What follows belongs to an exercise in optimizing a design on an open flow for small area, a short achievable clock period and few clock cycles per item; a production flow would make more cautious choices.
The RTL was checked by simulation tests, not by an equivalence proof against the original design.
No activity file was given, so power comes from the tool's default toggle rates.

==> module szp_core, before the edit <==
module szp_core #(
  parameter int BATCH_PAGES    = szp_pkg::BATCH_PAGES_DEF,
  parameter int MAX_PAGE_WORDS = szp_pkg::MAX_PAGE_WORDS_DEF
) (
  input  logic                            clk,
  input  logic                            rst,
  input  logic                            w_valid,
  output logic                            w_take,
  input  logic                            w_nz,
  input  logic                            w_last,
  input  logic                            cfg_write,
  input  logic [szp_pkg::CFG_INDEX_W-1:0] cfg_index,
  input  logic [szp_pkg::CFG_DATA_W-1:0]  cfg_data,
  output logic                            runs_valid,
  input  logic                            runs_ready,
  output logic                            runs_run_kind,
  output logic [szp_pkg::RUN_WORDS_W-1:0] runs_run_words,
  output logic                            runs_run_final,
  output logic [szp_pkg::LIMIT_W-1:0]     runs_total_words
);
  localparam int PW    = szp_pkg::PAGE_WORDS_W;
  localparam int LW    = szp_pkg::LIMIT_W;
  localparam int RW    = szp_pkg::RUN_WORDS_W;
  localparam int WIP_W = $clog2(MAX_PAGE_WORDS) + 1;
  localparam int PIB_W = $clog2(BATCH_PAGES);
  logic [WIP_W-2:0] pszm1;
  logic             psz_hi;       
  logic             pdirty;
  logic [LW-1:0]    lm1;          
  logic [1:0]       dirty;        
  logic [LW-1:0]    acc;
  logic             take;         
  logic             fresh;        
  logic             limit_hit;
  logic [WIP_W-1:0] wip;
  logic             has_data;
  logic             carry;        
  logic [PIB_W-1:0] pib;
  logic             run_open;
  logic             ork;
  logic [RW-1:0]    orw;
  logic             o_valid, o_final, second;
  logic [WIP_W-2:0] cfg_pszm1;
  logic             go, restart;
  logic             lim_next, closing, page_full, page_done, kind, emit1, emit2, keep;
  logic             batch_end, open_e, ork_e;
  logic [LW-1:0]    acc_inc;
  logic [RW-1:0]    orw_e, sum_keep;
  logic [WIP_W-1:0] wip_e, wip1;
  always_comb begin
    if ({psz_hi, pszm1} == '0)
      cfg_pszm1 = '0;
    else if ({psz_hi, pszm1} > PW'(MAX_PAGE_WORDS))
      cfg_pszm1 = (WIP_W-1)'(MAX_PAGE_WORDS - 1);
    else
      cfg_pszm1 = (WIP_W-1)'(PW'({psz_hi, pszm1}) - PW'(1));
  end
  always_ff @(posedge clk) begin
    if (rst) begin
      pszm1 <= (WIP_W-1)'(szp_pkg::PAGE_WORDS_RST - 1);
      lm1   <= szp_pkg::LIMIT_RST - LW'(1);
      psz_hi <= 1'b0;
      pdirty <= 1'b0;
      dirty  <= 2'd0;
    end else if (cfg_write) begin
      dirty  <= {cfg_index, 1'b0};
      pdirty <= !cfg_index;
      if (cfg_index == 1'b0) {psz_hi, pszm1} <= cfg_data[PW-1:0];
      else                   lm1             <= cfg_data[LW-1:0];
    end else begin
      dirty  <= {1'b0, dirty[1]};
      pdirty <= 1'b0;
      if (pdirty) {psz_hi, pszm1} <= {1'b0, cfg_pszm1};
      if (dirty[1]) lm1 <= ~szp_pkg::inc_f(~lm1, 1'b1);
    end
  end
  assign runs_valid       = o_valid;
  assign runs_run_kind    = ork;
  assign runs_run_words   = orw;
  assign runs_run_final   = o_final && !second;
  assign runs_total_words = acc;
  assign go     = w_valid && !fresh && (dirty == 2'd0) && !pdirty && !second && (!o_valid || runs_ready);
  assign w_take = go;
  always_comb begin
    open_e    = run_open || carry;
    ork_e     = carry ? has_data : ork;
    orw_e     = carry ? RW'(wip) : orw;
    wip_e     = carry ? '0 : wip;
    acc_inc   = szp_pkg::inc_f(acc, 1'b1);
    lim_next  = (acc == lm1);
    closing   = !take || w_last || lim_next;
    page_full = carry ? (pszm1 == '0) : !szp_pkg::lt_t(LW'(wip), LW'(pszm1));
    page_done = take ? (page_full || w_last || lim_next) : (wip_e != '0);
    kind      = (has_data && !carry) || (take && w_nz);
    emit1     = page_done && open_e && (ork_e != kind);
    keep      = open_e && !emit1;
    wip1      = WIP_W'(szp_pkg::inc_f(LW'(wip_e), take));
    sum_keep  = orw_e + RW'(wip_e) + RW'(take);
    batch_end = closing || (page_done && (&pib));
    emit2     = batch_end && (open_e || page_done);
    restart   = (limit_hit || closing) && w_last;
  end
  always_ff @(posedge clk) begin
    if (rst) begin
      take <= 1'b1;
    end else if (dirty[0]) begin
      take <= !szp_pkg::lt_t(lm1, acc) && !(&lm1);
    end else if (go && restart) begin
      take <= !(&lm1);
    end
  end
  always_ff @(posedge clk) begin
    if (rst) begin
      acc       <= '0;
      fresh     <= 1'b0;
      limit_hit <= 1'b0;
      wip       <= '0;
      has_data  <= 1'b0;
      carry     <= 1'b0;
      pib       <= '0;
      run_open  <= 1'b0;
      o_valid   <= 1'b0;
      second    <= 1'b0;
    end else if (go) begin
      if (limit_hit) begin
        if (w_last) begin
          limit_hit <= 1'b0;
          acc       <= '0;
        end
        o_valid <= 1'b0;
      end else begin
        if (restart && !(emit1 || emit2)) acc <= '0;
        else if (take)                    acc <= acc_inc;
        fresh     <= restart && (emit1 || emit2);
        limit_hit <= closing && !w_last;
        o_valid   <= emit1 || emit2;
        second    <= emit1 && emit2;
        pib       <= batch_end ? '0 : PIB_W'(szp_pkg::inc_f(LW'(pib), page_done));
        if (emit1) begin
          wip      <= wip1;
          has_data <= kind;
          carry    <= 1'b1;
          run_open <= 1'b0;
        end else begin
          wip      <= page_done ? '0 : wip1;
          has_data <= !page_done && kind;
          carry    <= 1'b0;
          run_open <= (open_e || page_done) && !batch_end;
        end
      end
    end else if (o_valid && runs_ready) begin
      if (second) begin
        second   <= 1'b0;
        wip      <= '0;
        has_data <= 1'b0;
        carry    <= 1'b0;
      end else begin
        o_valid <= 1'b0;
        if (fresh) begin
          fresh <= 1'b0;
          acc   <= '0;
        end
      end
    end
  end
  always_ff @(posedge clk) begin
    if (go && !limit_hit) begin
      o_final <= closing;
      if (emit1) begin
        orw <= orw_e;
        ork <= ork_e;
      end else if (page_done) begin
        orw <= keep ? sum_keep : RW'(wip1);
        ork <= kind;
      end else begin
        orw <= orw_e;
        ork <= ork_e;
      end
    end else if (o_valid && runs_ready && second) begin
      orw <= RW'(wip);
      ork <= has_data;
    end
  end
endmodule
Settings: LEC_CHECK=0, CAP_MARGIN=20, CORE_MARGIN=2, CORE_UTILIZATION=40, SLEW_MARGIN=20; clock period 11.0 ns.
standard.sh (not shown) runs the stock make flow with config.mk's settings and CLKGATE_MAP_FILE= SYNTH_SCRIPT=/design/flow/synth_recipe.tcl, a recipe that flattens the netlist after the stock synthesis.
==> flow/flow/run.sh <==
#!/bin/bash
# The standard ORFS layout (the standard.sh), with two changes:
#  - repair_timing aims for 7.5 ns of setup margin at the design's 11 ns clock, so the
#    optimiser keeps working on paths the 11 ns constraint alone leaves untouched;
#  - the port buffers are sky130_fd_sc_hd__buf_1 instead of the default delay buffer.
# The SDC, clock period, floorplan, power grid and synthesis are unchanged.
set -euo pipefail
bash standard.sh SETUP_SLACK_MARGIN=7.5 "BUFFER_PORTS_ARGS=-buffer_cell sky130_fd_sc_hd__buf_1" finish > flow_make.log 2>&1
The first run completed without violations.
Testbench counts at the start, summed over its fixed seeds: cycles 49,132, items 48,000.
Rerun with:
--- a/flow/design.v
+++ b/flow/design.v
@@ -68,9 +68,11 @@
   logic [WIP_W-2:0] pszm1;
   logic             psz_hi;       
   logic             pdirty;
   logic [LW-1:0]    lm1;          
-  logic [1:0]       dirty;        
+  logic [3:0]       dstep;        
+  logic             dbor;         
+  logic             dirty;        
   logic [LW-1:0]    acc;
   logic             take;         
   logic             fresh;        
   logic             limit_hit;
@@ -81,8 +83,9 @@
   logic             run_open;
   logic             ork;
   logic [RW-1:0]    orw;
   logic             o_valid, o_final, second;
+  logic             s_final;      
   logic [WIP_W-2:0] cfg_pszm1;
   logic             go, restart;
   logic             lim_next, closing, page_full, page_done, kind, emit1, emit2, keep;
   logic             batch_end, open_e, ork_e;
@@ -102,27 +105,36 @@
       pszm1 <= (WIP_W-1)'(szp_pkg::PAGE_WORDS_RST - 1);
       lm1   <= szp_pkg::LIMIT_RST - LW'(1);
       psz_hi <= 1'b0;
       pdirty <= 1'b0;
-      dirty  <= 2'd0;
+      dstep  <= 4'd0;
+      dirty  <= 1'b0;
     end else if (cfg_write) begin
-      dirty  <= {cfg_index, 1'b0};
       pdirty <= !cfg_index;
-      if (cfg_index == 1'b0) {psz_hi, pszm1} <= cfg_data[PW-1:0];
-      else                   lm1             <= cfg_data[LW-1:0];
+      if (cfg_index == 1'b0) begin
+        {psz_hi, pszm1} <= cfg_data[PW-1:0];
+      end else begin
+        lm1   <= cfg_data[LW-1:0];
+        dstep <= 4'(LW / 4);
+        dbor  <= 1'b1;
+      end
     end else begin
-      dirty  <= {1'b0, dirty[1]};
       pdirty <= 1'b0;
+      dirty  <= (dstep == 4'd1);
       if (pdirty) {psz_hi, pszm1} <= {1'b0, cfg_pszm1};
-      if (dirty[1]) lm1 <= ~szp_pkg::inc_f(~lm1, 1'b1);
+      if (dstep != 4'd0) begin
+        lm1   <= {lm1[3:0] - 4'(dbor), lm1[LW-1:4]};
+        dbor  <= dbor && (lm1[3:0] == 4'd0);
+        dstep <= dstep - 4'd1;
+      end
     end
   end
   assign runs_valid       = o_valid;
   assign runs_run_kind    = ork;
   assign runs_run_words   = orw;
-  assign runs_run_final   = o_final && !second;
+  assign runs_run_final   = o_final;
   assign runs_total_words = acc;
-  assign go     = w_valid && !fresh && (dirty == 2'd0) && !pdirty && !second && (!o_valid || runs_ready);
+  assign go     = w_valid && !fresh && (dstep == 4'd0) && !dirty && !pdirty && !second && (!o_valid || runs_ready);
   assign w_take = go;
   always_comb begin
     open_e    = run_open || carry;
     ork_e     = carry ? has_data : ork;
@@ -144,9 +156,9 @@
   end
   always_ff @(posedge clk) begin
     if (rst) begin
       take <= 1'b1;
-    end else if (dirty[0]) begin
+    end else if (dirty) begin
       take <= !szp_pkg::lt_t(lm1, acc) && !(&lm1);
     end else if (go && restart) begin
       take <= !(&lm1);
     end
@@ -206,9 +218,10 @@
     end
   end
   always_ff @(posedge clk) begin
     if (go && !limit_hit) begin
-      o_final <= closing;
+      o_final <= closing && !(emit1 && emit2);
+      s_final <= closing;
       if (emit1) begin
         orw <= orw_e;
         ork <= ork_e;
       end else if (page_done) begin
@@ -218,10 +231,11 @@
         orw <= orw_e;
         ork <= ork_e;
       end
     end else if (o_valid && runs_ready && second) begin
-      orw <= RW'(wip);
-      ork <= has_data;
+      orw     <= RW'(wip);
+      ork     <= has_data;
+      o_final <= s_final;
     end
   end
 endmodule
 module szp_run_fifo (
Design area shrinks by 1.6%.
Fmax shrinks by 1.3%.
Setup slack gets worse by 0.047 ns.
Die area shrinks by 1.9%.
Sequential power grows by 8.2%.
Wire length grows by 3.7%.
Clock-buffer cell count grows by 2.
Non-clock buffer count shrinks by 8.
First-iteration DRC count shrinks by 6.9%.
Critical path depth shrinks by 3.
Clock skew stays flat.
Power grows by 15%.
Testbench counts after the change, summed over its fixed seeds: cycles 49,140, items 48,000.

## afterwards: timing with drivers on the ports
In the flow no input, the clock included, has a driving cell. The finished layouts below were timed again as built, in two steps. Step 1 sets driving cells, clkbuf_16 on the clock port and buf_2 on the other inputs (assumed; they add their load-dependent delay and slew). Step 2 adds t to the input delays and takes it off the output delays; t is the mean of the earliest and latest rising clock arrival at the registers after step 1. Input paths then give back, and output paths get back, about the clock's delay inside the block. Slacks: no drivers / after step 1 / after step 2; pairs: no drivers / after step 1.
| run | t (ns) | setup slack, ns | cell pins on the clock port's net |
|---|---|---|---|
| the first run | 0.479 | 7.546 / 7.512 / 7.033 | 1 |
| the second run | 0.476 | 7.500 / 7.474 / 6.997 | 1 |
After both steps every run listed still meets setup and hold. The setup slack of the first run, which loses most, moves by -0.034 ns with the drivers and by -0.513 ns with both steps.
